Source: an optimization exercise on an open RTL-to-GDS flow (aim: small area, a short achievable clock period and few clock cycles per item). Production flows keep margins and buffers that such runs may drop.
The RTL was checked by simulation tests, not by an equivalence proof against the original design.
Power is estimated from default activity; no workload was simulated.

==> design.v <==
module line_mem_engine #(
    parameter int WORDS_PER_LINE = 16,
    parameter int LINE_BITS      = 32 * WORDS_PER_LINE
) (
    input  logic                 clk,
    input  logic                 rst,
    input  logic                 req_valid,
    output logic                 req_ready,
    input  logic                 req_wr,
    input  logic [31:0]          req_addr,
    input  logic [LINE_BITS-1:0] req_wdata,
    output logic                 resp_valid,
    output logic [LINE_BITS-1:0] resp_rdata,
    output logic                 mem_valid,
    input  logic                 mem_ready,
    output logic                 mem_we,
    output logic [31:0]          mem_addr,
    output logic [31:0]          mem_wdata,
    input  logic                 mem_rvalid,
    input  logic [31:0]          mem_rdata,
    output logic                 err
);
    logic        rdy_q;      
    logic        busy_q;     
    logic        val_q;      
    logic        resp_q;
    logic        err_q;
    logic [3:0]  cnt_q;      
    logic [4:0]  out_q;      
    logic        rdok_q;     
    logic        m_idle_q;   
    logic        m_wlast_q;  
    logic        m_wb_q;     
    logic        m_rd_q;     
    logic        we_q;
    logic [25:0] base_q;
    logic [LINE_BITS-1:0] line_q;
    logic xfer, rd_ok, beat, idle, last_cmd, wfin, last_beat, fin, pre;
    logic rdy_n, val_n, we_n, idle_n;
    logic [4:0] out_n;
    logic [3:0] cnt_n;
    assign xfer      = val_q & mem_ready;
    assign rd_ok     = rdok_q;
    assign beat      = mem_rvalid & rd_ok;
    assign idle      = rdy_q & ~val_q;
    assign last_cmd  = (cnt_q == 4'd15);
    assign wfin      = xfer & we_q & last_cmd;
    assign last_beat = beat & ~val_q & (out_q == 5'd1);
    assign fin       = wfin | last_beat;
    assign pre       = req_valid & (wfin | (last_beat & ~req_wr));
    assign rdy_n  = fin | (rdy_q & ~req_valid);
    assign val_n  = pre | (idle & req_valid) | (val_q & ~(xfer & last_cmd));
    assign we_n   = (idle | fin) ? req_wr : we_q;
    assign cnt_n  = cnt_q + {3'd0, xfer};
    assign idle_n = rdy_n & ~val_n;
    always_comb begin
        out_n = out_q;
        if (xfer && !we_q && !beat)
            out_n = out_q + 5'd1;
        else if (!(xfer && !we_q) && beat)
            out_n = out_q - 5'd1;
    end
    always_ff @(posedge clk or negedge rst) begin
        if (!rst) begin
            rdy_q     <= 1'b1;
            busy_q    <= 1'b0;
            val_q     <= 1'b0;
            resp_q    <= 1'b0;
            err_q     <= 1'b0;
            cnt_q     <= 4'd0;
            out_q     <= 5'd0;
            rdok_q    <= 1'b0;
            m_idle_q  <= 1'b1;
            m_wlast_q <= 1'b0;
            m_wb_q    <= 1'b0;
            m_rd_q    <= 1'b0;
        end else begin
            rdy_q     <= rdy_n;
            busy_q    <= ~rdy_n;
            val_q     <= val_n;
            resp_q    <= fin;
            cnt_q     <= cnt_n;
            out_q     <= out_n;
            rdok_q    <= (out_n != 5'd0);
            if (mem_rvalid && !rd_ok) err_q <= 1'b1;
            m_idle_q  <= idle_n;
            m_wlast_q <= ~idle_n & we_n & (cnt_n == 4'd15);
            m_wb_q    <= ~idle_n & we_n & (cnt_n != 4'd15);
            m_rd_q    <= ~idle_n & ~we_n;
        end
    end
    always_ff @(posedge clk) begin
        if (idle || fin) begin
            we_q   <= req_wr;
            base_q <= req_addr[31:6];
        end
    end
    logic s_ld, s_sh, s_hd;
    assign s_ld = m_idle_q | (m_wlast_q & mem_ready);
    assign s_sh = (m_wb_q & mem_ready) | (m_rd_q & mem_rvalid & rd_ok);
    assign s_hd = ~s_ld & ~s_sh;
    always_ff @(posedge clk) begin
        line_q <= ({LINE_BITS{s_ld}} & req_wdata)
                | ({LINE_BITS{s_sh}} & {mem_rdata, line_q[LINE_BITS-1:32]})
                | ({LINE_BITS{s_hd}} & line_q);
    end
    assign req_ready  = ~busy_q;
    assign resp_valid = resp_q;
    assign resp_rdata = line_q;
    assign mem_valid  = val_q;
    assign mem_we     = we_q;
    assign mem_addr   = {base_q, cnt_q, 2'b00};
    assign mem_wdata  = line_q[31:0];
    assign err        = err_q;
endmodule
==> flow/run.sh <==
#!/bin/bash
# Standard ORFS layout with two changes: the smallest buffer on every input
# and output port instead of the default port-buffer cell, and the data
# pins of each bit column of the line register placed side by side, in
# shift order (flow/io.tcl), before the standard pin placement.
set -euo pipefail
export BUFFER_PORTS_ARGS="-buffer_cell sky130_fd_sc_hd__buf_1"
export PRE_IO_PLACEMENT_TCL="$(pwd)/flow/io.tcl"
bash standard.sh > standard_flow.log 2>&1
==> flow/io.tcl <==
# Pin order: each of the 32 bit columns of the line shift register gets
# its pins side by side, in shift order: mem_rdata[c], then for words 15
# down to 0 the word's req_wdata and resp_rdata bits, then mem_wdata[c].
# Eight columns go on each edge; the other pins are placed freely.
set edges {bottom right top left}
for {set e 0} {$e < 4} {incr e} {
  set pins {}
  for {set c [expr {$e * 8}]} {$c < [expr {$e * 8 + 8}]} {incr c} {
    lappend pins "mem_rdata\[$c\]"
    for {set j 15} {$j >= 0} {incr j -1} {
      set k [expr {32 * $j + $c}]
      lappend pins "req_wdata\[$k\]" "resp_rdata\[$k\]"
    }
    lappend pins "mem_wdata\[$c\]"
  }
  set_io_pin_constraint -pin_names $pins -region [lindex $edges $e]:* -group -order
}
==> standard.sh <==
#!/bin/bash
# synth_recipe.tcl (not shown) runs the flow's synth.tcl, then flattens the netlist and writes it again
# the make line also repeats each setting of config.mk as NAME=value (left out here)
make -C /OpenROAD-flow-scripts/flow DESIGN_CONFIG=/design/flow/config.mk WORK_HOME=/design/flow/orfs CLKGATE_MAP_FILE= SYNTH_SCRIPT=/design/flow/synth_recipe.tcl "${@:-finish}"
==> config.mk <==
export PLATFORM = sky130hd
export DESIGN_NAME = line_mem_engine
export DESIGN_NICKNAME = line_mem_engine
export VERILOG_FILES = /design/flow/design.v
export SDC_FILE = /design/flow/constraint.sdc
export NUM_CORES = 4
export LEC_CHECK = 0
export ABC_AREA = 1
export CAP_MARGIN = 20
export CORE_AREA = 6 6 414 414
export CTS_CLUSTER_DIAMETER = 100
export CTS_CLUSTER_SIZE = 22
export DIE_AREA = 0 0 420 420
export GPL_ROUTABILITY_DRIVEN = 0
export SETUP_SLACK_MARGIN = 3.15
export SLEW_MARGIN = 20
==> constraint.sdc <==
create_clock -name core_clock -period 5.5 [get_ports {clk}]
set_input_delay 1.1000 -clock core_clock [delete_from_list [all_inputs] [get_ports {clk}]]
set_output_delay 1.1000 -clock core_clock [all_outputs]
set_load 0.01 [all_outputs]
==> impl_metrics.toml, run 1 <==
[run_status]
status = "timing/DRC/antenna clean"

[synthesis]
ys_ff_latch = 558
synth_cell_types = 26
synth_area_leader_cell = "dfxtp_1"
seq_area_frac_synth_pct = 55.26
syn_inst = 2405
ys_warn_count = 1
syn_area_um2 = 20880
yosys-top-cells-area = "dfxtp_1 49%, nand2_1 19%, a22oi_1 18%"
yosysTopAreaCellShare_pct = 49.09
synth.avg_cell_area_um2 = 8.682

[critical_path]
reg2reg_depth = 9
path_class = "flip-flop to output pin"
cp_top_family = "flip-flops"
cp.depth = 1
cp_cell_sequence = "buf_6"
rr_startpoint = "rdok_q$_DFF_PN0_"
startpoint_type = "flip-flop"
crit_path_end_kind = "output pin"
crit_required_ns = 4.40
crit_arrival_ns = 1.21
cp_num_buf_inv = 1
crit_path_top_delay_cell = "dfrtp_2"
reg2reg_to = "line_q[472]$_DFF_P_"
r2r_slack_ns = 3.44
cpPeakStageDelay_ns = 0.43
crit_path_max_fanout = 2

[clock_network]
clkLatencyLatePin_ns = 0.65
cts_inserted_buffers = 30
holdBufCountCts = 0
cts.sinks = 558
cts_tree = "built"
clk_path_buf_depth = 3
clkTransAtPathRegs_ns = 0.10
clk_root_buffer_cell = "clkbuf_16"
h-tree-depth = 1

[placement]
dp.cells = 5583
post-dp-hpwl_mm = 46.88
port_buffers = 1154
post-place-ws_ns = 1.898

[detailed_routing]
drc = 0
viasPerCell = 3.687
final_antenna_net_count = 0
vias = 20810
drt_iter0_markers = 928
drt-total-wl_mm = 69.73
drt_pass1_iterations = 8
routedWlPerCell_um = 12.36

[timing]
fin_tns_setup_ns = 0
setup_viol = 0
period_needed_ns = 2.305
finClkSkew_ns = 0.01907
hold_viol = 0
layout_setup_ws_ns = 3.195
max_slew.worst_pin.slew_ns = 0.7133
drv_slew = 0
slew_headroom_pct = 52.45
whs_ns = 0.3967
rsz0062_at_grt = "yes"
finalCritPeriodShare_pct = 41.91
fmax_mhz = 433.8

[power]
vdd_drop_max_v = 0.0003447
power_leakage_nw = 13.23
pwr_density_cell_nw_per_um2 = 568.7

[finish]
final_common_cell = "nand2_1"
area_delta_synth_final_pct = 40.16
drive_above_1_share_pct = 20.15
stdcell_count = 5643
n_antenna_cell = 0
fin_nets = 4035
mostFrequentLayoutCells = "1,057 x nand2_1, 664 x buf_1, 512 x a22oi_1"

[hold_path]
hold_class = "input pin to async pin"

[grt]
grt_pass1_vias = 19660
grt_pass1_wl_mm = 101.5
track_usage_pct = 6.837
antenna_found_initial = 3
grt_max_degree = 150
overflow = 0

[job]
max-cap-violations = 0

[die]
start_util_pct = 12.64
die_area_um2 = 176400
die_y_um = 420
coreArea_um2 = 165200
io_pins = 1163
die_w_um = 420
core.rowCount = 149
[worst max path at each step]
stage | from | to
2_1_floorplan | mem_ready | m_rd_q$_DFF_PN0_
3_3_place_gp | mem_rvalid | line_q[496]$_DFF_P_
3_5_place_dp | mem_rvalid | line_q[240]$_DFF_P_
4_1_cts | val_q$_DFF_PN0_ | mem_valid
5_1_grt | we_q$_DFFE_PN_ | mem_we
6_report | val_q$_DFF_PN0_ | mem_valid
[synthesized netlist by cell type]
| cell type | n |
|---|---|
| nor2_1 | 13 |
| a21oi_1 | 2 |
| inv_2 | 2 |
| inv_1 | 22 |
| o21bai_1 | 1 |
| buf_2 | 64 |
| dfxtp_1 | 512 |
| xor2_1 | 1 |
| conb_1 | 1 |
| o211ai_1 | 1 |
| clkbuf_1 | 57 |
| dfrtp_1 | 17 |
| edfxtp_1 | 27 |
| nand3b_1 | 2 |
| nand2_1 | 1063 |
| dfstp_2 | 2 |
| ha_1 | 5 |
| buf_1 | 4 |
| buf_4 | 77 |
| a22oi_1 | 512 |
| nand3_1 | 13 |
| o31ai_1 | 1 |
| xnor2_1 | 1 |
| nor2_8 | 1 |
| nand2_4 | 1 |
| o21ai_0 | 3 |
[logic make-up (layout without fill, tap and decap cells)]
logic type | after synthesis | count (layout) | share of synthesized area [%]
AO/OA/AOI/OAI | 520 | 520 | 18.64
XOR/XNOR | 2 | 2 | 0.08390
adder cells (fa/ha/maj) | 5 | 5 | 0.2996
buffers and inverters | 226 | 1271 | 5.830
flip-flops | 558 | 558 | 55.26
other | 1 | 2 | 0.01796
AND/OR/NAND/NOR | 1093 | 1096 | 19.88
[metrics by stage]
stage                     util [%]  power [mW]  cell area [um2]
final                        17.72       16.64            29270
after global routing         17.72       17.89            29270
after CTS                    17.60       16.77            29070
after detailed placement     16.50       13.58            27250
after global placement       16.50       13.42            27250
after floorplan                  -       11.22            20940
[report_power, final]
| group | internal (mW) | leakage [nW] | switching [mW] |
|---|---|---|---|
| clock | 1.07 | 0.419 | 1.37 |
| sequential | 6.00 | 4.74 | 1.35 |
| combinational | 2.85 | 8.07 | 4.00 |
| total | 9.92 | 13.2 | 6.72 |
[registers in the layout (all words and copies together), names as in the netlist]
register / flops
line_q: 512
base_q: 26
out_q: 5
cnt_q: 4
busy_q: 1
err_q: 1
m_idle_q: 1
m_rd_q: 1
m_wb_q: 1
m_wlast_q: 1
rdok_q: 1
rdy_q: 1
resp_q: 1
val_q: 1
we_q: 1
[layout make-up]
cell class	instances	area [um2]
Sequential cell	558	11660
Timing Repair Buffer	1208	5637
Clock inverter	4	68.82
Timing Repair inverter	1	8.758
Multi-Input combinational cell	1625	8250
Tap cell	2189	2739
Clock buffer	34	787.0
Fill cell	18650	135900
Inverter	24	116.4
[metal layers]
metal / global-route usage, % / wire length, um / vias up
li1: - / - / 10220
met3: 1.418 / 5313 / 110
met1: 8.109 / 27900 / 9632
met5: 0 / 19 / -
met2: 12.12 / 34230 / 837
met4: 2.608 / 2266 / 4
[what timing repair did]
| action | in CTS | in global routing |
|---|---|---|
| pin swaps | 2 | 0 |
| setup endpoints to repair | 908 | 410 |
| resized for setup | 487 | 120 |
| buffers inserted | 13 | 1 |
| gates cloned | 7 | 1 |
| endpoints found under the hold margin | 0 | 0 |
Testbench counts, summed over its fixed seeds: cycles 37,500, items 1,600.
==> inputs of run 2 (changes only) <==
--- a/config.mk
+++ b/config.mk
@@ -6,11 +6,10 @@
 export NUM_CORES = 4
 export LEC_CHECK = 0
 export ABC_AREA = 1
-export CAP_MARGIN = 20
+export CAP_MARGIN = 0
 export CORE_AREA = 6 6 414 414
 export CTS_CLUSTER_DIAMETER = 100
 export CTS_CLUSTER_SIZE = 22
 export DIE_AREA = 0 0 420 420
-export GPL_ROUTABILITY_DRIVEN = 0
 export SETUP_SLACK_MARGIN = 3.15
-export SLEW_MARGIN = 20
+export SLEW_MARGIN = 0
==> impl_metrics.toml, run 2 <==
[synthesis]
synth_cell_types = 26
syn_area_um2 = 20880
yosysTopAreaCellShare_pct = 49.09
synthArstFlopShare_pct = 3.405
ys_warn_count = 1
ys_ff_latch = 558
synth_area_leader_cell = "dfxtp_1"
synth.avg_cell_area_um2 = 8.682
synth_ff_type = "dfxtp_1"
yosysMostFrequentCell = "nand2_1"
syn_inst = 2405
synth-edff-count = 27
yosys-top-cells-area = "dfxtp_1 49%, nand2_1 19%, a22oi_1 18%"
synth_commonest_cells = "1,063 x nand2_1, 512 x a22oi_1, 512 x dfxtp_1"
seq_area_frac_synth_pct = 55.26

[clock_network]
cts.sinks = 558
cts_tree = "built"
cts_inserted_buffers = 30
clk_path_buf_depth = 3
clkTransAtPathRegs_ns = 0.10
clkLatencyLatePin_ns = 0.65
holdBufCountCts = 0
clk_root_buffer_cell = "clkbuf_16"
h-tree-depth = 1

[detailed_routing]
drt_iter0_markers = 928
drt_pass1_iterations = 8
drc = 0
viasPerCell = 3.691
drt-total-wl_mm = 69.74
final_antenna_net_count = 0
routedWlPerCell_um = 12.36
vias = 20830

[placement]
globalplace.congestion = 0.7750
dp.cells = 5583
port_buffers = 1154
post-place-ws_ns = 1.898
place_area_um2 = 27250
post-dp-hpwl_mm = 46.88

[finish]
fin_area_um2 = 29270
fill_cells = 18650
final_common_cell = "nand2_1"
drive_above_1_share_pct = 20.12
stdcell_count = 5643
layout.area.seq_um2 = 11660
n_antenna_cell = 0
regMostFlops = "line_q"
largest_register_ffs = 512
top_regs = "line_q (512), base_q (26), out_q (5)"
mostFrequentLayoutCells = "1,057 x nand2_1, 665 x buf_1, 512 x a22oi_1"
multi_input_area_um2 = 8250
area_delta_synth_final_pct = 40.16
fin_nets = 4035

[die]
coreArea_um2 = 165200
die_w_um = 420
io_pins = 1163
core.rowCount = 149
start_util_pct = 12.64
die_area_um2 = 176400
die_y_um = 420

[timing]
slew_headroom_pct = 28.72
max_slew.worst_pin.slew_ns = 1.069
layout_setup_ws_ns = 3.195
hold_viol = 0
rsz0062_at_grt = "yes"
setup_viol = 0
fmax_mhz = 433.8
fin_tns_setup_ns = 0
finClkSkew_ns = 0.01907
period_needed_ns = 2.305
finalCritPeriodShare_pct = 41.91
drv_slew = 0

[critical_path]
cpPeakStageDelay_ns = 0.43
path_class = "flip-flop to output pin"
reg2reg_depth = 9
cp_num_buf_inv = 1
rr_startpoint = "rdok_q$_DFF_PN0_"
cp.depth = 1
crit_path_top_delay_cell = "dfrtp_2"
crit_path_end_kind = "output pin"
startpoint_type = "flip-flop"
crit_arrival_ns = 1.21
cp_top_family = "flip-flops"
cp_cell_sequence = "buf_6"
crit_path_max_fanout = 2
crit_required_ns = 4.40
crit_path_start = "val_q$_DFF_PN0_"

[hold_path]
hp-start = "line_q[485]$_DFF_P_"
hold_depth = 2
hold_class = "flip-flop to flip-flop"

[grt]
grt_max_degree = 150
overflow = 0
antenna_found_initial = 3
track_usage_pct = 6.837
grt_pass1_vias = 19660
grt_pass1_wl_mm = 101.5

[power]
pwr_density_cell_nw_per_um2 = 568.7
p_total_mw = 16.64
power_leakage_nw = 13.23
vdd_drop_max_v = 0.0003447

[run_status]
status = "timing/DRC/antenna clean"

[job]
max-cap-violations = 0
==> run 2: final timing paths <==
path	endpoint	slack, ns
max in group asynchronous	val_q$_DFF_PN0_	4.18
min in group asynchronous	resp_q$_DFF_PN0_	0.61
max	mem_valid	3.19
max reg2reg	line_q[472]$_DFF_P_	3.44
min reg2reg	line_q[453]$_DFF_P_	0.47
min	line_q[453]$_DFF_P_	0.47
==> run 2: layout make-up <==
type | instances | area share, %
clock buffer | 34 | 2.689
multi-input combinational | 1625 | 28.19
sequential | 558 | 39.84
tap | 2189 | 9.358
inverter | 24 | 0.3976
clock inverter | 4 | 0.2351
timing repair buffer | 1208 | 19.26
timing repair inverter | 1 | 0.02993
==> run 2: repair_timing <==
item,in CTS,in global routing
endpoints found under the setup margin,908,410
cloned,7,1
pin swaps,2,0
resized for setup,487,120
setup buffers,13,1
==> run 2: power by group <==
part / leakage (nW) / switching [mW] / total (mW) / internal, mW
clock: 0.419 / 1.37 / 2.44 / 1.07
combinational: 8.07 / 4.00 / 6.85 / 2.85
sequential: 4.74 / 1.35 / 7.36 / 6.00
==> run 2: routing by layer <==
| metal | wire (um) | global-route usage [%] | part of all wire [%] |
|---|---|---|---|
| met3 | 5322 | 1.418 | 7.6 |
| met4 | 2266 | 2.608 | 3.2 |
| met1 | 27900 | 8.109 | 40 |
| met2 | 34220 | 12.12 | 49 |
| met5 | 19 | 0 | 0.027 |
==> run 2: worst register-to-register path, stage by stage (launching register included) <==
cell,delay [ns]
dfrtp_1,0.45
nand2_8,0.10
inv_2,0.05
nand2_4,0.18
nand2_8,0.15
nor2_8,0.19
buf_12,0.16
bufbuf_16,0.44
a22oi_1,0.18
nand2_1,0.08
==> run 2: stage by stage <==
step	utilization, %	hold slack (ns)
after detailed placement	16.50	0.4575
after floorplan	-	0.4859
after CTS	17.60	0.4687
after global routing	17.72	0.4888
final	17.72	0.4677
after global placement	16.50	0.4522
==> run 2: logic make-up after synthesis <==
| family | share of synthesized area (%) |
|---|---|
| simple gates | 19.88 |
| flops | 55.26 |
| compound gates | 18.64 |
| buf+inv | 5.830 |
| fa+ha+maj | 0.2996 |
| xor+xnor | 0.08390 |
| other cells | 0.01796 |
==> inputs of run 3 (changes only) <==
--- a/config.mk
+++ b/config.mk
@@ -6,10 +6,10 @@
 export NUM_CORES = 4
 export LEC_CHECK = 0
 export ABC_AREA = 1
-export CAP_MARGIN = 0
+export CAP_MARGIN = 20
 export CORE_AREA = 6 6 414 414
 export CTS_CLUSTER_DIAMETER = 100
 export CTS_CLUSTER_SIZE = 22
 export DIE_AREA = 0 0 420 420
-export SETUP_SLACK_MARGIN = 3.15
-export SLEW_MARGIN = 0
+export SETUP_SLACK_MARGIN = 3.13
+export SLEW_MARGIN = 20
==> impl_metrics.toml, run 3 <==
[run_status]
status = "timing/DRC/antenna clean"

[finish]
stdcell_count = 5641
finish.utilization_pct = 17.46
fin_nets = 4033
fin_area_um2 = 28840
mostFrequentLayoutCells = "1,057 x nand2_1, 884 x buf_1, 512 x a22oi_1"
area_delta_synth_final_pct = 38.13
n_antenna_cell = 0
largest_register_ffs = 512
drive_above_1_share_pct = 11.41
multi_input_area_um2 = 8250
top_regs = "line_q (512), base_q (26), out_q (5)"
layout.area.seq_um2 = 11560
fill_cells = 18720
final_common_cell = "nand2_1"
regMostFlops = "line_q"

[power]
vdd_drop_max_v = 0.0003479
netSwitchingPower_mw = 6.733
power_leakage_nw = 12.38
power.internal_mw = 9.655
power_frac_comb_pct = 40.5
switching_share_pct = 41.08
seqPwrFrac_pct = 44.7
pwr_density_cell_nw_per_um2 = 568.1
pwr-share-clk_pct = 14.9
p_total_mw = 16.39

[timing]
drv_slew = 0
slew_headroom_pct = 51.79
rsz0062_at_grt = "yes"
max_slew.worst_pin.slew_ns = 0.7231
whs_ns = 0.3955
setup_viol = 0
hold_viol = 0
period_needed_ns = 2.306
fin_tns_setup_ns = 0
fmax_mhz = 433.7
finalCritPeriodShare_pct = 41.92
layout_setup_ws_ns = 3.194
finClkSkew_ns = 0.01931

[hold_path]
hold_class = "input pin to async pin"

[synthesis]
synth_commonest_cells = "1,063 x nand2_1, 512 x a22oi_1, 512 x dfxtp_1"
ys_warn_count = 1
synth_cell_types = 26
yosysTopAreaCellShare_pct = 49.09
synth.avg_cell_area_um2 = 8.682
yosys-top-cells-area = "dfxtp_1 49%, nand2_1 19%, a22oi_1 18%"
synthArstFlopShare_pct = 3.405
ys_ff_latch = 558
syn_inst = 2405
syn_area_um2 = 20880
synth_ff_type = "dfxtp_1"
synth_area_leader_cell = "dfxtp_1"
yosysMostFrequentCell = "nand2_1"
synth-edff-count = 27
seq_area_frac_synth_pct = 55.26

[critical_path]
crit_path_end_kind = "output pin"
crit_path_max_fanout = 2
cp_top_family = "flip-flops"
crit_arrival_ns = 1.21
cpPeakStageDelay_ns = 0.43
startpoint_type = "flip-flop"
crit_path_top_delay_cell = "dfrtp_2"
cp_cell_sequence = "buf_6"
path_class = "flip-flop to output pin"
crit_required_ns = 4.40
cp_num_buf_inv = 1

[detailed_routing]
drt_iter0_markers = 960
drt_pass1_iterations = 5
final_antenna_net_count = 0
vias = 20730
drt-total-wl_mm = 69.36
drc = 0
routedWlPerCell_um = 12.30
viasPerCell = 3.675

[grt]
grt_max_degree = 150
antenna_found_initial = 3
grt_pass1_vias = 19610
grt_pass1_wl_mm = 101.3
overflow = 0
track_usage_pct = 6.820

[die]
core.rowCount = 149
io_pins = 1163
coreArea_um2 = 165200
die_w_um = 420
die_area_um2 = 176400
die_y_um = 420
start_util_pct = 12.64

[placement]
post-place-ws_ns = 1.898
port_buffers = 1154
dp.cells = 5583
globalplace.congestion = 0.7750
post-dp-hpwl_mm = 46.88
place_area_um2 = 27250

[clock_network]
cts.sinks = 558
clk_path_buf_depth = 3
cts_tree = "built"
clk_root_buffer_cell = "clkbuf_16"
cts_inserted_buffers = 30
h-tree-depth = 1
clkTransAtPathRegs_ns = 0.10
clkLatencyLatePin_ns = 0.65

[job]
max-cap-violations = 0
## run 3: cell counts after synthesis
No cell type changed its count.
## run 3: power groups by stage
stage                     registers [mW]  clock network, mW  logic [mW]
after floorplan                     8.00                  0        3.22
after global placement              7.32                  0        6.10
after detailed placement            7.38                  0        6.20
after CTS                           7.28               2.57        6.68
after global routing                7.55               2.69        7.39
final                               7.32               2.44        6.63
## run 3: what timing repair did
action / in CTS / in global routing
buffers inserted: 12 / 1
hold buffers: 0 / 0
gates cloned: 7 / 0
resized for setup: 218 / 86
hold endpoints to repair: 0 / 0
setup endpoints to repair: 671 / 305
pin swaps: 2 / 0
## run 3: worst paths after layout
path | slack, ns | to | startpoint | cells past startpoint
max in group asynchronous | 4.73 | m_idle_q$_DFF_PN1_ | rst | 1
min | 0.40 | resp_q$_DFF_PN0_ | rst | 1
min in group core_clock | 0.47 | line_q[466]$_DFF_P_ | line_q[498]$_DFF_P_ | 2
max reg2reg | 3.42 | line_q[488]$_DFF_P_ | rdok_q$_DFF_PN0_ | 9
max | 3.19 | mem_valid | val_q$_DFF_PN0_ | 1
min reg2reg | 0.47 | line_q[466]$_DFF_P_ | line_q[498]$_DFF_P_ | 2
## run 3: cell families (layout without fill, tap and decap cells)
family          count (synthesis)  after routing  synth area share, %
simple gates                 1093           1096                19.88
flops                         558            558                55.26
fa+ha+maj                       5              5               0.2996
compound gates                520            520                18.64
other cells                     1              2              0.01796
xor+xnor                        2              2              0.08390
buf+inv                       226           1269                5.830
## run 3: area by class of cell
type                       count  share of cell area, %
timing repair buffer        1206                  18.42
sequential                   558                  40.08
inverter                      24                 0.4034
tap                         2189                  9.496
timing repair inverter         1                0.03036
clock buffer                  34                  2.728
clock inverter                 4                 0.2386
multi-input combinational   1625                  28.60
## run 3: per-layer routing
layer	track usage, %	share of wire, %
met5	0	0.027
met2	12.08	49
met4	2.585	3.1
met3	1.414	7.8
met1	8.104	40
==> inputs of run 4 (changes only) <==
--- a/config.mk
+++ b/config.mk
@@ -8,8 +8,8 @@
 export ABC_AREA = 1
 export CAP_MARGIN = 20
 export CORE_AREA = 6 6 414 414
-export CTS_CLUSTER_DIAMETER = 100
-export CTS_CLUSTER_SIZE = 22
+export CTS_CLUSTER_DIAMETER = 80
+export CTS_CLUSTER_SIZE = 18
 export DIE_AREA = 0 0 420 420
 export SETUP_SLACK_MARGIN = 3.13
 export SLEW_MARGIN = 20
==> impl_metrics.toml, run 4 <==
[grt]
antenna_found_initial = 2
grt_pass1_vias = 19690
track_usage_pct = 6.877
overflow = 0
grt_pass1_wl_mm = 101.1
grt_max_degree = 175

[critical_path]
crit_path_top_delay_cell = "buf_16"
reg2reg_to = "line_q[103]$_DFF_P_"
rr_startpoint = "rdok_q$_DFF_PN0_"
cp_num_buf_inv = 3
crit_path_start = "mem_rvalid"
path_class = "input pin to flip-flop"
crit_path_end_kind = "flip-flop"
cp_common_cell = "nand2_8"
crit_required_ns = 6.03
cpPeakStageDelay_ns = 0.32
r2r_slack_ns = 3.33
crit_arrival_ns = 2.91
crit_path_max_fanout = 174
cp_top_family = "buffers and inverters"
crit_end = "line_q[103]$_DFF_P_"
cp_cell_sequence = "buf_1 > nand2_8 > inv_2 > nand2_4 > nand2_8 > buf_16 > a22oi_1 > nand2_1"
reg2reg_depth = 7
cp.depth = 8
startpoint_type = "input pin"

[finish]
fin_nets = 4038
largest_register_ffs = 512
area_delta_synth_final_pct = 37.57
drive_above_1_share_pct = 4.271
fill_cells = 18720
regMostFlops = "line_q"
finish.utilization_pct = 17.39
stdcell_count = 5655
fin_area_um2 = 28730
mostFrequentLayoutCells = "1,125 x buf_1, 1,057 x nand2_1, 512 x a22oi_1, 512 x dfxtp_1, 42 x clkbuf_16"
top_regs = "line_q (512), base_q (26), out_q (5)"
final_common_cell = "buf_1"

[power]
power_leakage_nw = 11.60
p_total_mw = 16.52
pwr_density_cell_nw_per_um2 = 574.9
vdd_drop_max_v = 0.0003232

[job]
max-cap-violations = 0

[synthesis]
synth_ff_type = "dfxtp_1"
synthArstFlopShare_pct = 3.405
yosysMostFrequentCell = "nand2_1"
synth.avg_cell_area_um2 = 8.682
yosys-top-cells-area = "dfxtp_1 49%, nand2_1 19%, a22oi_1 18%"
synth_commonest_cells = "1,063 x nand2_1, 512 x a22oi_1, 512 x dfxtp_1"
ys_ff_latch = 558
seq_area_frac_synth_pct = 55.26
yosysTopAreaCellShare_pct = 49.09
synth-edff-count = 27
syn_inst = 2405
synth_cell_types = 26
ys_warn_count = 1
synth_area_leader_cell = "dfxtp_1"
syn_area_um2 = 20880

[placement]
post-place-ws_ns = 1.898
globalplace.congestion = 0.7750
port_buffers = 1154
place_area_um2 = 27250
dp.cells = 5583
post-dp-hpwl_mm = 46.88

[detailed_routing]
routedWlPerCell_um = 12.26
vias = 20790
final_antenna_net_count = 0
drc = 0
drt-total-wl_mm = 69.34
drt_pass1_iterations = 6
viasPerCell = 3.676
drt_iter0_markers = 943

[timing]
drv_slew = 0
hold_viol = 0
layout_setup_ws_ns = 3.123
whs_ns = 0.4431
max_slew.worst_pin.slew_ns = 1.069
finalCritPeriodShare_pct = 43.22
slew_headroom_pct = 28.70
rsz0062_at_grt = "yes"
finClkSkew_ns = 0.02374
period_needed_ns = 2.377
fin_tns_setup_ns = 0
fmax_mhz = 420.7
setup_viol = 0

[die]
die_w_um = 420
start_util_pct = 12.64
coreArea_um2 = 165200
io_pins = 1163
die_y_um = 420
die_area_um2 = 176400
core.rowCount = 149

[clock_network]
h-tree-depth = 2
cts.sinks = 558
clkLatencyLatePin_ns = 0.60
cts_tree = "built"
clk_path_buf_depth = 3
clkTransAtPathRegs_ns = 0.08
clk_root_buffer_cell = "clkbuf_16"
holdBufCountCts = 0
cts_inserted_buffers = 39

[hold_path]
hold_class = "input pin to async pin"

[run_status]
status = "timing/DRC/antenna clean"
==> run 4: cell counts after synthesis <==
Identical to the previous run, type by type.
==> run 4: repair_timing <==
action                     4_1_cts  5_1_grt
cloned                           6        1
setup buffers                    8        1
resized for setup               19       22
setup endpoints to repair      484       34
hold endpoints to repair         0        0
pin swaps                        2        0
==> run 4: area by class of cell <==
class                           count  area, um2  share of cell area, %
Sequential cell                   558      11540                  40.17
Tap cell                         2189       2739                  9.534
Inverter                           24      116.4                 0.4051
Timing Repair Buffer             1202       4942                  17.20
Antenna cell                        1      2.502               0.008711
Timing Repair inverter              1      8.758                0.03049
Clock inverter                      9      72.57                 0.2526
Clock buffer                       46       1055                  3.672
Multi-Input combinational cell   1625       8250                  28.72
==> run 4: how the worst min path moves through the flow <==
stage / end / from / cells after the start / slack [ns]
final: out_q[4]$_DFF_PN0_ / rst / 1 / 0.44
after global routing: busy_q$_DFF_PN0_ / rst / 1 / 0.42
after CTS: line_q[477]$_DFF_P_ / line_q[509]$_DFF_P_ / 2 / 0.47
after detailed placement: line_q[457]$_DFF_P_ / line_q[489]$_DFF_P_ / 2 / 0.46
after global placement: line_q[473]$_DFF_P_ / line_q[505]$_DFF_P_ / 2 / 0.45
after floorplan: line_q[449]$_DFF_P_ / line_q[481]$_DFF_P_ / 2 / 0.49
==> run 4: power breakdown <==
part           leakage (nW)  switching, mW  internal [mW]  total [mW]
Combinational          6.34           3.97           2.40        6.37
Sequential             4.71           1.39           5.94        7.32
Clock                 0.549           1.46           1.37        2.83
Total                  11.6           6.81           9.71        16.5
==> run 4: layer usage <==
layer	vias up	part of all wire, %	track usage [%]
met5	-	0.027	0
met4	4	3.2	2.705
met3	117	8.4	1.947
met2	880	49	12.04
met1	9538	40	7.932
li1	10250	-	-
==> run 4: logic make-up (layout without fill, tap and decap cells) <==
family                     count (synthesis)  after routing  synth area share (%)
buffers and inverters                    226           1282                 5.830
adders and majority gates                  5              5                0.2996
other                                      1              3               0.01796
and+or+nand+nor                         1093           1096                 19.88
xor gates and xnor gates                   2              2               0.08390
AOI/OAI and AO/OA                        520            520                 18.64
DFF                                      558            558                 55.26
==> inputs of run 5 (changes only) <==
--- a/config.mk
+++ b/config.mk
@@ -8,8 +8,8 @@
 export ABC_AREA = 1
 export CAP_MARGIN = 20
 export CORE_AREA = 6 6 414 414
-export CTS_CLUSTER_DIAMETER = 80
-export CTS_CLUSTER_SIZE = 18
+export CTS_CLUSTER_DIAMETER = 120
+export CTS_CLUSTER_SIZE = 24
 export DIE_AREA = 0 0 420 420
 export SETUP_SLACK_MARGIN = 3.13
 export SLEW_MARGIN = 20
==> impl_metrics.toml, run 5 <==
[die]
die_w_um = 420
io_pins = 1163
die_y_um = 420
core.rowCount = 149
die_area_um2 = 176400
start_util_pct = 12.64
coreArea_um2 = 165200

[finish]
final_common_cell = "nand2_1"
top_regs = "line_q (512), base_q (26), out_q (5)"
regMostFlops = "line_q"
largest_register_ffs = 512
finish.utilization_pct = 17.68
fin_nets = 4035
fin_area_um2 = 29210
n_antenna_cell = 0
drive_above_1_share_pct = 21.49
mostFrequentLayoutCells = "1,057 x nand2_1, 697 x buf_1, 512 x a22oi_1"
area_delta_synth_final_pct = 39.88

[synthesis]
synthArstFlopShare_pct = 3.405
yosysMostFrequentCell = "nand2_1"
synth_area_leader_cell = "dfxtp_1"
ys_warn_count = 1
seq_area_frac_synth_pct = 55.26
synth_cell_types = 26
ys_ff_latch = 558
synth_commonest_cells = "1,063 x nand2_1, 512 x a22oi_1, 512 x dfxtp_1"
syn_inst = 2405
synth_ff_type = "dfxtp_1"
synth-edff-count = 27
yosysTopAreaCellShare_pct = 49.09
syn_area_um2 = 20880
synth.avg_cell_area_um2 = 8.682
yosys-top-cells-area = "dfxtp_1 49%, nand2_1 19%, a22oi_1 18%"

[timing]
fin_tns_setup_ns = 0
finClkSkew_ns = 0.03345
fmax_mhz = 431.3
period_needed_ns = 2.319
max_slew.worst_pin.slew_ns = 0.7049
finalCritPeriodShare_pct = 42.15
setup_viol = 0
rsz0062_at_grt = "yes"
slew_headroom_pct = 53.00
drv_slew = 0
hold_viol = 0

[placement]
place_area_um2 = 27250
globalplace.congestion = 0.7750
post-dp-hpwl_mm = 46.88
port_buffers = 1154

[clock_network]
clkLatencyLatePin_ns = 0.66
cts_tree = "built"
cts.sinks = 558
h-tree-depth = 1
clk_root_buffer_cell = "clkbuf_16"
cts_inserted_buffers = 27
clkTransAtPathRegs_ns = 0.10
clk_path_buf_depth = 3

[detailed_routing]
routedWlPerCell_um = 12.41
drc = 0
drt-total-wl_mm = 70.01
drt_iter0_markers = 1018
drt_pass1_iterations = 5
viasPerCell = 3.675
vias = 20730
final_antenna_net_count = 0

[grt]
grtUsageMet3_pct = 1.646
grt_pass1_wl_mm = 101.3
grt.busiest_layer = "met2"
track_usage_pct = 6.821
antenna_found_initial = 3
grt_pass1_vias = 19610
grt_max_degree = 150
use_met2_pct = 12.02
overflow = 0
use_met1_pct = 8.096

[critical_path]
crit_path_end_kind = "output pin"
cp_cell_sequence = "buf_6"
cp_num_buf_inv = 1
crit_path_max_fanout = 2
path_class = "flip-flop to output pin"
crit_path_start = "val_q$_DFF_PN0_"
cpPeakStageDelay_ns = 0.43
startpoint_type = "flip-flop"
cp_top_family = "flip-flops"
rr_startpoint = "rdok_q$_DFF_PN0_"
crit_required_ns = 4.40
crit_path_top_delay_cell = "dfrtp_2"
crit_arrival_ns = 1.22

[power]
seqPwrFrac_pct = 45.0
power_leakage_nw = 13.04
pwr-share-clk_pct = 13.6
netSwitchingPower_mw = 6.724
vdd_drop_max_v = 0.0003301
power_frac_comb_pct = 41.4
power.internal_mw = 9.780
switching_share_pct = 40.74
p_total_mw = 16.50
pwr_density_cell_nw_per_um2 = 565.0

[run_status]
status = "timing/DRC/antenna clean"

[job]
max-cap-violations = 0

[hold_path]
hold_class = "input pin to async pin"
[run 5: changes by cell type in the layout (fill, tap and decap cells not counted), moves of 5 or more]
cell	before	now
buf_6	1	6
buf_1	1125	697
dfxtp_2	0	177
clkbuf_16	42	28
dfxtp_1	512	335
clkbuf_2	23	161
buf_2	6	291
buf_4	35	42
[run 5: logic make-up (layout without fill, tap and decap cells)]
family | after synthesis | in the layout | synth area share [%]
other | 1 | 2 | 0.01796
xor gates and xnor gates | 2 | 2 | 0.08390
adders and majority gates | 5 | 5 | 0.2996
AOI/OAI and AO/OA | 520 | 520 | 18.64
and+or+nand+nor | 1093 | 1096 | 19.88
buffers and inverters | 226 | 1270 | 5.830
DFF | 558 | 558 | 55.26
[run 5: worst paths after layout]
path | endpoint | slack (ns) | cells past startpoint
max in group asynchronous | m_idle_q$_DFF_PN1_ | 4.75 | 1
max reg2reg | line_q[449]$_DFF_P_ | 3.37 | 9
min reg2reg | line_q[476]$_DFF_P_ | 0.46 | 2
min | busy_q$_DFF_PN0_ | 0.38 | 1
max | mem_valid | 3.18 | 1
min in group core_clock | line_q[476]$_DFF_P_ | 0.46 | 2
[run 5: stage by stage]
step | setup WS [ns] | hold WS, ns | std cells
floorplan | 2.932 | 0.4859 | 2406
global placement | 1.935 | 0.4522 | 5583
detailed placement | 1.898 | 0.4575 | 5583
CTS | 3.090 | 0.4757 | 5638
global route | 3.087 | 0.3438 | 5642
finish | 3.181 | 0.3788 | 5642
[run 5: area by class of cell]
| class | count | area, um2 |
|---|---|---|
| Fill cell | 18690 | 136000 |
| Sequential cell | 558 | 11760 |
| Multi-Input combinational cell | 1625 | 8250 |
| Timing Repair Buffer | 1211 | 5614 |
| Tap cell | 2189 | 2739 |
| Clock buffer | 30 | 686.9 |
| Inverter | 24 | 116.4 |
| Clock inverter | 4 | 31.28 |
| Timing Repair inverter | 1 | 8.758 |
[run 5: timing repair]
action | in CTS | in global routing
cloned | 7 | 1
setup endpoints to repair | 780 | 307
hold buffers | 0 | 0
pin swaps | 2 | 0
gates resized for setup | 356 | 296
buffers inserted | 14 | 3
[run 5: power by group through the flow]
stage | Clock, mW | Combinational, mW | Sequential, mW
5_1_grt | 2.52 | 7.58 | 7.67
2_1_floorplan | 0 | 3.22 | 8.00
3_5_place_dp | 0 | 6.20 | 7.38
3_3_place_gp | 0 | 6.10 | 7.32
4_1_cts | 2.39 | 6.77 | 7.30
6_report | 2.25 | 6.82 | 7.43
[run 5: layer usage]
layer	vias to the layer above	routed length (um)
li1	10220	-
met1	9533	27830
met2	865	34160
met3	108	5614
met4	4	2377
met5	-	19
==> inputs of run 6 (changes only) <==
==> flow/io.tcl (replaced) <==
# Pin plan. Each of the 32 bit columns of the line shift register gets its
# pins side by side, in shift order: mem_rdata[c], then for words 15 down to
# 0 the word's req_wdata and resp_rdata bits, then mem_wdata[c]. Eight
# columns go on each edge; the clock pin sits in the middle of the bottom
# edge's columns, so the clock tree's root is near the middle of an edge.
# The other pins are placed freely.
proc column_pins {c} {
  set pins [list "mem_rdata\[$c\]"]
  for {set j 15} {$j >= 0} {incr j -1} {
    set k [expr {32 * $j + $c}]
    lappend pins "req_wdata\[$k\]" "resp_rdata\[$k\]"
  }
  lappend pins "mem_wdata\[$c\]"
  return $pins
}
set edges {bottom right top left}
for {set e 0} {$e < 4} {incr e} {
  set pins {}
  for {set i 0} {$i < 8} {incr i} {
    if {$e == 0 && $i == 4} { lappend pins clk }
    set pins [concat $pins [column_pins [expr {$e * 8 + $i}]]]
  }
  set_io_pin_constraint -pin_names $pins -region [lindex $edges $e]:* -group -order
}
--- a/config.mk
+++ b/config.mk
@@ -8,8 +8,8 @@
 export ABC_AREA = 1
 export CAP_MARGIN = 20
 export CORE_AREA = 6 6 414 414
-export CTS_CLUSTER_DIAMETER = 120
-export CTS_CLUSTER_SIZE = 24
+export CTS_CLUSTER_DIAMETER = 100
+export CTS_CLUSTER_SIZE = 22
 export DIE_AREA = 0 0 420 420
 export SETUP_SLACK_MARGIN = 3.13
 export SLEW_MARGIN = 20
==> impl_metrics.toml, run 6 <==
[grt]
grt_max_degree = 138
antenna_found_initial = 1
grt_pass1_vias = 19800
track_usage_pct = 6.805
grt_pass1_wl_mm = 101.5
overflow = 0

[placement]
post-dp-hpwl_mm = 46.83
port_buffers = 1154
dp.cells = 5592
place_area_um2 = 27320
globalplace.congestion = 0.7753

[detailed_routing]
final_antenna_net_count = 0
viasPerCell = 3.674
routedWlPerCell_um = 12.47
drt_pass1_iterations = 7
drt_iter0_markers = 1007
vias = 20780
drc = 0
drt-total-wl_mm = 70.56

[die]
die_area_um2 = 176400
start_util_pct = 12.64
die_y_um = 420
coreArea_um2 = 165200
io_pins = 1163
core.rowCount = 149
die_w_um = 420

[clock_network]
cts.sinks = 558
holdBufCountCts = 0
clkTransAtPathRegs_ns = 0.10
cts_tree = "built"
h-tree-depth = 1
clkLatencyLatePin_ns = 0.67
clk_path_buf_depth = 3
cts_inserted_buffers = 30
clk_root_buffer_cell = "clkbuf_16"

[power]
power_leakage_nw = 13.17
pwr_density_cell_nw_per_um2 = 569.9
vdd_drop_max_v = 0.0002999

[timing]
hold_viol = 0
finalCritPeriodShare_pct = 42.97
max_slew.worst_pin.slew_ns = 0.7242
slew_headroom_pct = 51.72
finClkSkew_ns = 0.04326
drv_slew = 0
rsz0062_at_grt = "yes"
fmax_mhz = 423.2
fin_tns_setup_ns = 0
setup_viol = 0
period_needed_ns = 2.363

[synthesis]
syn_area_um2 = 20880
seq_area_frac_synth_pct = 55.26
yosysMostFrequentCell = "nand2_1"
synth_cell_types = 26
synth-edff-count = 27
ys_warn_count = 1
synth.avg_cell_area_um2 = 8.682
synth_ff_type = "dfxtp_1"
synth_area_leader_cell = "dfxtp_1"
synth_commonest_cells = "1,063 x nand2_1, 512 x a22oi_1, 512 x dfxtp_1"
yosysTopAreaCellShare_pct = 49.09
synthArstFlopShare_pct = 3.405
syn_inst = 2405
yosys-top-cells-area = "dfxtp_1 49%, nand2_1 19%, a22oi_1 18%"
ys_ff_latch = 558

[finish]
multi_input_area_um2 = 8273
drive_above_1_share_pct = 21.89
n_antenna_cell = 0
layout.area.seq_um2 = 11750
fin_area_um2 = 29460
regMostFlops = "line_q"
fin_nets = 4048
top_regs = "line_q (512), base_q (26), out_q (5)"
area_delta_synth_final_pct = 41.09
mostFrequentLayoutCells = "1,057 x nand2_1, 685 x buf_1, 512 x a22oi_1"
final_common_cell = "nand2_1"
fill_cells = 18640
largest_register_ffs = 512
stdcell_count = 5657

[job]
max-cap-violations = 0

[critical_path]
cpPeakStageDelay_ns = 0.34
crit_required_ns = 6.08
reg2reg_depth = 7
startpoint_type = "input pin"
path_class = "input pin to flip-flop"
crit_path_top_delay_cell = "buf_12"
cp_common_cell = "buf_12"
crit_arrival_ns = 2.95
crit_path_end_kind = "flip-flop"
cp_cell_sequence = "buf_2 > a21oi_4 > bufinv_16 > nor2_8 > buf_12 > buf_12 > a22oi_1 > nand2_1"
crit_path_max_fanout = 82

[hold_path]
hold_class = "input pin to async pin"

[run_status]
status = "timing/DRC/antenna clean"
==> run 6: critical path: cells and delay by family <==
kind	cells	cell delay, ns
AO/OA/AOI/OAI	2	0.41
AND/OR/NAND/NOR	2	0.25
buffers and inverters	4	1.03
==> run 6: metal layers <==
layer	vias up	track usage [%]	share of wire [%]
li1	10250	-	-
met1	9629	7.921	40
met2	815	12.40	50
met3	86	1.543	8.0
met4	2	2.078	2.7
met5	-	0	0.018
==> run 6: logic make-up (layout without fill, tap and decap cells) <==
group / Yosys count / in the layout / synth area share [%]
simple gates: 1093 / 1098 / 19.88
flops: 558 / 558 / 55.26
compound gates: 520 / 520 / 18.64
buf+inv: 226 / 1283 / 5.830
fa+ha+maj: 5 / 5 / 0.2996
xor+xnor: 2 / 2 / 0.08390
other cells: 1 / 2 / 0.01796
==> run 6: final timing paths <==
path	start	to	slack (ns)
worst min-delay path	rst	busy_q$_DFF_PN0_	0.37
max in group asynchronous	rst	rdy_q$_DFF_PN1_	4.75
worst min register to register	line_q[508]$_DFF_P_	line_q[476]$_DFF_P_	0.47
min in group core_clock	line_q[508]$_DFF_P_	line_q[476]$_DFF_P_	0.47
worst max-delay path	mem_ready	line_q[198]$_DFF_P_	3.14
worst max register to register	m_wlast_q$_DFF_PN0_	line_q[198]$_DFF_P_	3.34
==> run 6: per-stage QoR <==
stage               setup WS [ns]  hold slack (ns)  utilization, %  total power [mW]
global placement            1.693           0.4525           16.54             13.46
detailed placement          1.677           0.4617           16.54             13.62
floorplan                   2.932           0.4859               -             11.22
global route                3.070           0.3506           17.84             18.05
finish                      3.137           0.3748           17.84             16.79
CTS                         3.093           0.4756           17.52             16.68
==> run 6: where the power goes <==
group | switching (mW) | internal [mW] | total (mW)
Sequential | 1.38 | 6.05 | 7.43
Clock | 1.40 | 1.09 | 2.49
Combinational | 4.02 | 2.85 | 6.87
Total | 6.80 | 9.99 | 16.8
==> run 6: final cells by class <==
class / count / share of cell area [%]
flip-flops and latches: 558 / 39.87
multi-input cells: 1627 / 28.08
repair buffers: 1219 / 19.37
well taps: 2189 / 9.296
clock buffers: 33 / 2.586
inverters: 24 / 0.3950
clock inverters: 6 / 0.3737
repair inverters: 1 / 0.02973
==> run 6: timing repair <==
item                       4_1_cts  5_1_grt
pin swaps                        2        0
setup endpoints to repair      750      516
gates cloned                     9        1
buffers inserted                14        2
gates resized for setup        283      371
==> inputs of run 7 (changes only) <==
--- a/flow/io.tcl
+++ b/flow/io.tcl
@@ -2,8 +2,10 @@
 # pins side by side, in shift order: mem_rdata[c], then for words 15 down to
 # 0 the word's req_wdata and resp_rdata bits, then mem_wdata[c]. Eight
 # columns go on each edge; the clock pin sits in the middle of the bottom
-# edge's columns, so the clock tree's root is near the middle of an edge.
-# The other pins are placed freely.
+# edge's columns, so the clock tree's root is near the middle of an edge,
+# and mem_ready, mem_rvalid and req_valid sit in the middle of the left
+# edge's columns, so the select lines they drive reach every part of the
+# line register about equally fast. The other pins are placed freely.
 proc column_pins {c} {
   set pins [list "mem_rdata\[$c\]"]
   for {set j 15} {$j >= 0} {incr j -1} {
@@ -18,6 +20,7 @@
   set pins {}
   for {set i 0} {$i < 8} {incr i} {
     if {$e == 0 && $i == 4} { lappend pins clk }
+    if {$e == 3 && $i == 4} { lappend pins mem_ready mem_rvalid req_valid }
     set pins [concat $pins [column_pins [expr {$e * 8 + $i}]]]
   }
   set_io_pin_constraint -pin_names $pins -region [lindex $edges $e]:* -group -order
==> impl_metrics.toml, run 7 <==
[placement]
globalplace.congestion = 0.7873
port_buffers = 1154
place_area_um2 = 27290
post-place-ws_ns = 1.812
post-dp-hpwl_mm = 46.95

[finish]
area_delta_synth_final_pct = 39.54
largest_register_ffs = 512
fill_cells = 18630
multi_input_area_um2 = 8262
layout.area.seq_um2 = 11670
finish.utilization_pct = 17.64
fin_nets = 4038
n_antenna_cell = 0
regMostFlops = "line_q"
final_common_cell = "nand2_1"
fin_area_um2 = 29140
mostFrequentLayoutCells = "1,057 x nand2_1, 698 x buf_1, 512 x a22oi_1"
drive_above_1_share_pct = 19.43
top_regs = "line_q (512), base_q (26), out_q (5)"

[power]
pwr_density_cell_nw_per_um2 = 567.1
vdd_drop_max_v = 0.0003813
netSwitchingPower_mw = 6.685
switching_share_pct = 40.46
power_leakage_nw = 12.98
p_total_mw = 16.52
power_frac_comb_pct = 40.5
pwr-share-clk_pct = 14.8
power.internal_mw = 9.839
seqPwrFrac_pct = 44.7

[clock_network]
clk_path_buf_depth = 3
clk_root_buffer_cell = "clkbuf_16"
h-tree-depth = 1
clkTransAtPathRegs_ns = 0.09
cts_tree = "built"
holdBufCountCts = 0
cts_inserted_buffers = 30
cts.sinks = 558
clkLatencyLatePin_ns = 0.64

[timing]
max_slew.worst_pin.slew_ns = 0.7833
rsz0062_at_grt = "yes"
finClkSkew_ns = 0.01991
drv_slew = 0
finalCritPeriodShare_pct = 43.36
layout_setup_ws_ns = 3.115
fmax_mhz = 419.3
setup_viol = 0
period_needed_ns = 2.385
slew_headroom_pct = 47.78
hold_viol = 0
fin_tns_setup_ns = 0

[detailed_routing]
vias = 20690
drt-total-wl_mm = 68.28
viasPerCell = 3.662
drt_iter0_markers = 895
drt_pass1_iterations = 5
routedWlPerCell_um = 12.09
drc = 0
final_antenna_net_count = 0

[synthesis]
ys_ff_latch = 558
synth_commonest_cells = "1,063 x nand2_1, 512 x a22oi_1, 512 x dfxtp_1"
synth_ff_type = "dfxtp_1"
synth_cell_types = 26
ys_warn_count = 1
synth-edff-count = 27
syn_area_um2 = 20880
synth_area_leader_cell = "dfxtp_1"
seq_area_frac_synth_pct = 55.26
syn_inst = 2405
synth.avg_cell_area_um2 = 8.682
yosysMostFrequentCell = "nand2_1"
yosys-top-cells-area = "dfxtp_1 49%, nand2_1 19%, a22oi_1 18%"
synthArstFlopShare_pct = 3.405
yosysTopAreaCellShare_pct = 49.09

[critical_path]
startpoint_type = "input pin"
crit_path_max_fanout = 121
crit_required_ns = 6.02
path_class = "input pin to flip-flop"
crit_arrival_ns = 2.91
cpPeakStageDelay_ns = 0.31
r2r_slack_ns = 3.27
crit_path_end_kind = "flip-flop"
cp_cell_sequence = "clkbuf_2 > nand2_8 > inv_2 > nand2_4 > nand2_8 > buf_12 > nor2_8 > buf_12 > buf_16 > a22oi_1 > nand2_1"
crit_path_top_delay_cell = "a22oi_1"

[grt]
grt_pass1_vias = 19080
use_met2_pct = 11.73
use_met1_pct = 7.876
grtUsageMet3_pct = 1.572
antenna_found_initial = 3
grt_pass1_wl_mm = 98.39
track_usage_pct = 6.584
grt.busiest_layer = "met2"
grt_max_degree = 173
overflow = 0

[die]
coreArea_um2 = 165200
start_util_pct = 12.64
die_w_um = 420
io_pins = 1163
die_area_um2 = 176400
core.rowCount = 149
die_y_um = 420

[job]
max-cap-violations = 0

[hold_path]
hold_class = "input pin to async pin"

[run_status]
status = "timing/DRC/antenna clean"
## run 7: cells by family after synthesis
kind of cell / after synthesis / share of synthesized area (%)
adder cells (fa/ha/maj): 5 / 0.2996
other: 1 / 0.01796
AO/OA/AOI/OAI: 520 / 18.64
buffers and inverters: 226 / 5.830
AND/OR/NAND/NOR: 1093 / 19.88
flip-flops: 558 / 55.26
XOR/XNOR: 2 / 0.08390
## run 7: area by class of cell
cell class,count,share of cell area [%]
Sequential cell,558,40.05
Multi-Input combinational cell,1626,28.35
Timing Repair Buffer,1210,18.80
Tap cell,2189,9.400
Clock buffer,36,2.727
Inverter,24,0.3993
Clock inverter,4,0.2362
Timing Repair inverter,1,0.03006
## run 7: through the flow
stage / instances / hold WS (ns)
after detailed placement: 5588 / 0.4577
after global routing: 5648 / 0.3745
after global placement: 5588 / 0.4518
final: 5648 / 0.4005
after CTS: 5647 / 0.4706
after floorplan: 2406 / 0.4859
## run 7: final timing paths
path,start,to,depth (start not counted)
setup / recovery,mem_rvalid,line_q[329]$_DFF_P_,11
hold / removal,rst,out_q[4]$_DFF_PN0_,1
setup reg to reg,rdok_q$_DFF_PN0_,line_q[329]$_DFF_P_,10
hold reg to reg,line_q[492]$_DFF_P_,line_q[460]$_DFF_P_,2
max in group asynchronous,rst,val_q$_DFF_PN0_,1
min in group core_clock,line_q[492]$_DFF_P_,line_q[460]$_DFF_P_,2
## run 7: metal layers
metal / up-vias / share of wire (%)
met5: - / 0
met3: 93 / 8.0
li1: 10250 / -
met2: 822 / 50
met4: 0 / 2.6
met1: 9523 / 40
## run 7: repair_timing
item | CTS | global route
pin swaps | 2 | 1
gates resized for setup | 236 | 340
gates cloned | 5 | 0
hold endpoints to repair | 0 | 0
setup endpoints to repair | 724 | 512
buffers inserted | 14 | 1
## run 7: critical path, delay by kind of cell
kind,cells,cell delay (ns)
buffers and inverters,5,0.73
AO/OA/AOI/OAI,1,0.31
AND/OR/NAND/NOR,5,0.49
## run 7: power by group through the flow
stage	logic [mW]	registers (mW)	clock network, mW
2_1_floorplan	3.22	8.00	0
3_3_place_gp	6.14	7.32	0
6_report	6.70	7.38	2.45
4_1_cts	6.62	7.28	2.60
3_5_place_dp	6.23	7.37	0
5_1_grt	7.46	7.61	2.72
==> inputs of run 8 (changes only) <==
==> flow/io.tcl (replaced) <==
# Pin plan. Each of the 32 bit columns of the line shift register gets its
# pins side by side, in shift order: mem_rdata[c], then for words 15 down to
# 0 the word's req_wdata and resp_rdata bits, then mem_wdata[c]. Nine
# columns go on each of the bottom, right and top edges and five on the
# left, where the handshake, clock and reset pins sit between the second
# and third column, so that the select lines they drive reach every part of
# the line register about equally fast. The other pins are placed freely.
set ctl {req_valid req_ready req_wr resp_valid mem_valid mem_we err rst mem_ready clk mem_rvalid}

proc column_pins {c} {
  set pins [list "mem_rdata\[$c\]"]
  for {set j 15} {$j >= 0} {incr j -1} {
    set k [expr {32 * $j + $c}]
    lappend pins "req_wdata\[$k\]" "resp_rdata\[$k\]"
  }
  lappend pins "mem_wdata\[$c\]"
  return $pins
}
set c 0
foreach {side n} {bottom 9 right 9 top 9 left 5} {
  set pins {}
  for {set i 0} {$i < $n} {incr i} {
    if {$side eq "left" && $i == 2} { set pins [concat $pins $ctl] }
    set pins [concat $pins [column_pins $c]]
    incr c
  }
  set region $side:*
  if {$side eq "left"} { set region left:80-340 }
  set_io_pin_constraint -pin_names $pins -region $region -group -order
}
--- a/config.mk
+++ b/config.mk
@@ -11,5 +11,5 @@
 export CTS_CLUSTER_DIAMETER = 100
 export CTS_CLUSTER_SIZE = 22
 export DIE_AREA = 0 0 420 420
-export SETUP_SLACK_MARGIN = 3.13
+export SETUP_SLACK_MARGIN = 3.15
 export SLEW_MARGIN = 20
==> impl_metrics.toml, run 8 <==
[hold_path]
hold_class = "input pin to async pin"

[finish]
area_delta_synth_final_pct = 42.43
stdcell_count = 5645
finish.utilization_pct = 18.01
regMostFlops = "line_q"
top_regs = "line_q (512), base_q (26), out_q (5)"
largest_register_ffs = 512
drive_above_1_share_pct = 30.59
fin_nets = 4037
final_common_cell = "nand2_1"
mostFrequentLayoutCells = "1,057 x nand2_1, 587 x buf_1, 533 x buf_2"
fin_area_um2 = 29740

[die]
coreArea_um2 = 165200
die_area_um2 = 176400
die_y_um = 420
io_pins = 1163
core.rowCount = 149
die_w_um = 420
start_util_pct = 12.64

[placement]
port_buffers = 1154
place_area_um2 = 27230
post-place-ws_ns = 1.846
dp.cells = 5580
globalplace.congestion = 0.7734
post-dp-hpwl_mm = 48.05

[synthesis]
yosys-top-cells-area = "dfxtp_1 49%, nand2_1 19%, a22oi_1 18%"
ys_ff_latch = 558
synthArstFlopShare_pct = 3.405
synth_cell_types = 26
yosysTopAreaCellShare_pct = 49.09
syn_area_um2 = 20880
ys_warn_count = 1
synth.avg_cell_area_um2 = 8.682
synth_commonest_cells = "1,063 x nand2_1, 512 x a22oi_1, 512 x dfxtp_1"
synth-edff-count = 27
syn_inst = 2405
synth_ff_type = "dfxtp_1"
synth_area_leader_cell = "dfxtp_1"
yosysMostFrequentCell = "nand2_1"
seq_area_frac_synth_pct = 55.26

[grt]
grt_max_degree = 163
track_usage_pct = 6.865
overflow = 0
grt_pass1_wl_mm = 101.9
antenna_found_initial = 0
grt_pass1_vias = 19590

[timing]
slew_headroom_pct = 30.17
finalCritPeriodShare_pct = 45.03
fin_tns_setup_ns = 0
max_slew.worst_pin.slew_ns = 1.047
finClkSkew_ns = 0.01431
hold_viol = 0
whs_ns = 0.4129
drv_slew = 0
period_needed_ns = 2.476
layout_setup_ws_ns = 3.024
rsz0062_at_grt = "yes"
setup_viol = 0
fmax_mhz = 403.8

[run_status]
status = "timing/DRC/antenna clean"

[clock_network]
clkTransAtPathRegs_ns = 0.09
cts_tree = "built"
cts_inserted_buffers = 29
clkLatencyLatePin_ns = 0.65
clk_path_buf_depth = 3
holdBufCountCts = 0
h-tree-depth = 1
cts.sinks = 558
clk_root_buffer_cell = "clkbuf_16"

[power]
power_leakage_nw = 13.59
vdd_drop_max_v = 0.0003140
p_total_mw = 16.90
pwr_density_cell_nw_per_um2 = 568.3

[detailed_routing]
drc = 0
drt-total-wl_mm = 71.93
routedWlPerCell_um = 12.74
viasPerCell = 3.705
vias = 20910
final_antenna_net_count = 0
drt_pass1_iterations = 5
drt_iter0_markers = 1117

[critical_path]
crit_path_end_kind = "flip-flop"
startpoint_type = "input pin"
crit_arrival_ns = 3.01
crit_required_ns = 6.03
crit_path_max_fanout = 162
path_class = "input pin to flip-flop"

[job]
max-cap-violations = 0
[run 8: worst max-delay path, cell delays in order]
cell and delay [ns]:
buf_2 0.18, a21oi_4 0.25, bufinv_16 0.32, buf_16 0.24, a22oi_1 0.41, nand2_1 0.08
[run 8: worst paths after layout]
check / start / to / slack, ns / depth (start not counted)
max in group asynchronous: rst / val_q$_DFF_PN0_ / 4.72 / 1
min in group core_clock: line_q[488]$_DFF_P_ / line_q[456]$_DFF_P_ / 0.47 / 2
hold / removal: rst / resp_q$_DFF_PN0_ / 0.41 / 1
setup / recovery: mem_ready / line_q[461]$_DFF_P_ / 3.02 / 6
setup reg to reg: m_wlast_q$_DFF_PN0_ / line_q[461]$_DFF_P_ / 3.26 / 5
hold reg to reg: line_q[488]$_DFF_P_ / line_q[456]$_DFF_P_ / 0.47 / 2
[run 8: what timing repair did]
item	CTS	global route
setup buffers	19	0
gates resized for setup	906	80
setup endpoints to repair	1065	233
cloned	7	2
pin swaps	2	1
[run 8: power breakdown]
group | internal (mW) | total, mW | switching, mW
clock | 0.952 | 2.30 | 1.35
combinational | 2.99 | 7.04 | 4.05
sequential | 6.21 | 7.56 | 1.35
total | 10.1 | 16.9 | 6.75
[run 8: layout make-up]
cell class | instances | area (um2)
repair inverters | 1 | 8.758
clock buffers | 34 | 744.5
multi-input cells | 1626 | 8262
flip-flops and latches | 558 | 12020
well taps | 2189 | 2739
clock inverters | 2 | 15.01
fillers | 18520 | 135400
diodes | 1 | 2.502
repair buffers | 1210 | 5838
inverters | 24 | 116.4
[run 8: cells by family after synthesis]
logic type	Yosys count	synth area share (%)
simple gates	1093	19.88
flops	558	55.26
compound gates	520	18.64
buf+inv	226	5.830
fa+ha+maj	5	0.2996
xor+xnor	2	0.08390
other cells	1	0.01796
[run 8: layer usage]
metal | track usage (%) | share of wire, % | wire length, um
met5 | 0 | 0 | 0
met4 | 2.352 | 3.7 | 2658
met3 | 1.554 | 7.4 | 5343
met2 | 13.07 | 52 | 37280
met1 | 7.444 | 37 | 26650

## separate check: timing with driven ports
The results above use ideal ports. As a check the final layouts listed here were re-extracted and re-timed, cells and wires unchanged. Step 1 assumes that a clkbuf_16 drives the clock port and a buf_2 every other input. Step 2 also shifts input and output timing later by t, the mid clock arrival at the registers, as if the neighbouring blocks saw the same clock. Three values: ideal, step 1, step 2; two values: the first two.
run | shift t [ns] | setup WS [ns] | latest minus earliest clock arrival (ns) | slew at the worst register clock pin (ns) | cell pins on the clock port's net
run 1 | 0.704 | 3.195 / 3.127 / 2.545 | 0.021 / 0.021 | 0.10 / 0.10 | 1
run 2 | 0.705 | 3.195 / 3.127 / 2.544 | 0.021 / 0.022 | 0.10 / 0.10 | 1
run 3 | 0.706 | 3.194 / 3.127 / 2.528 | 0.020 / 0.021 | 0.10 / 0.10 | 1
run 4 | 0.661 | 3.123 / 3.114 / 2.453 | 0.024 / 0.024 | 0.08 / 0.08 | 1
run 5 | 0.712 | 3.181 / 3.112 / 2.503 | 0.035 / 0.034 | 0.10 / 0.10 | 1
run 6 | 0.701 | 3.137 / 3.098 / 2.457 | 0.045 / 0.045 | 0.10 / 0.10 | 1
run 7 | 0.685 | 3.115 / 3.021 / 2.336 | 0.019 / 0.019 | 0.09 / 0.09 | 1
run 8 | 0.698 | 3.024 / 3.047 / 2.350 | 0.020 / 0.019 | 0.09 / 0.09 | 1
After both steps setup and hold are still met in every run listed. For run 7, which loses most, drivers alone change the setup slack by -0.094 ns; drivers and shift together by -0.779 ns.
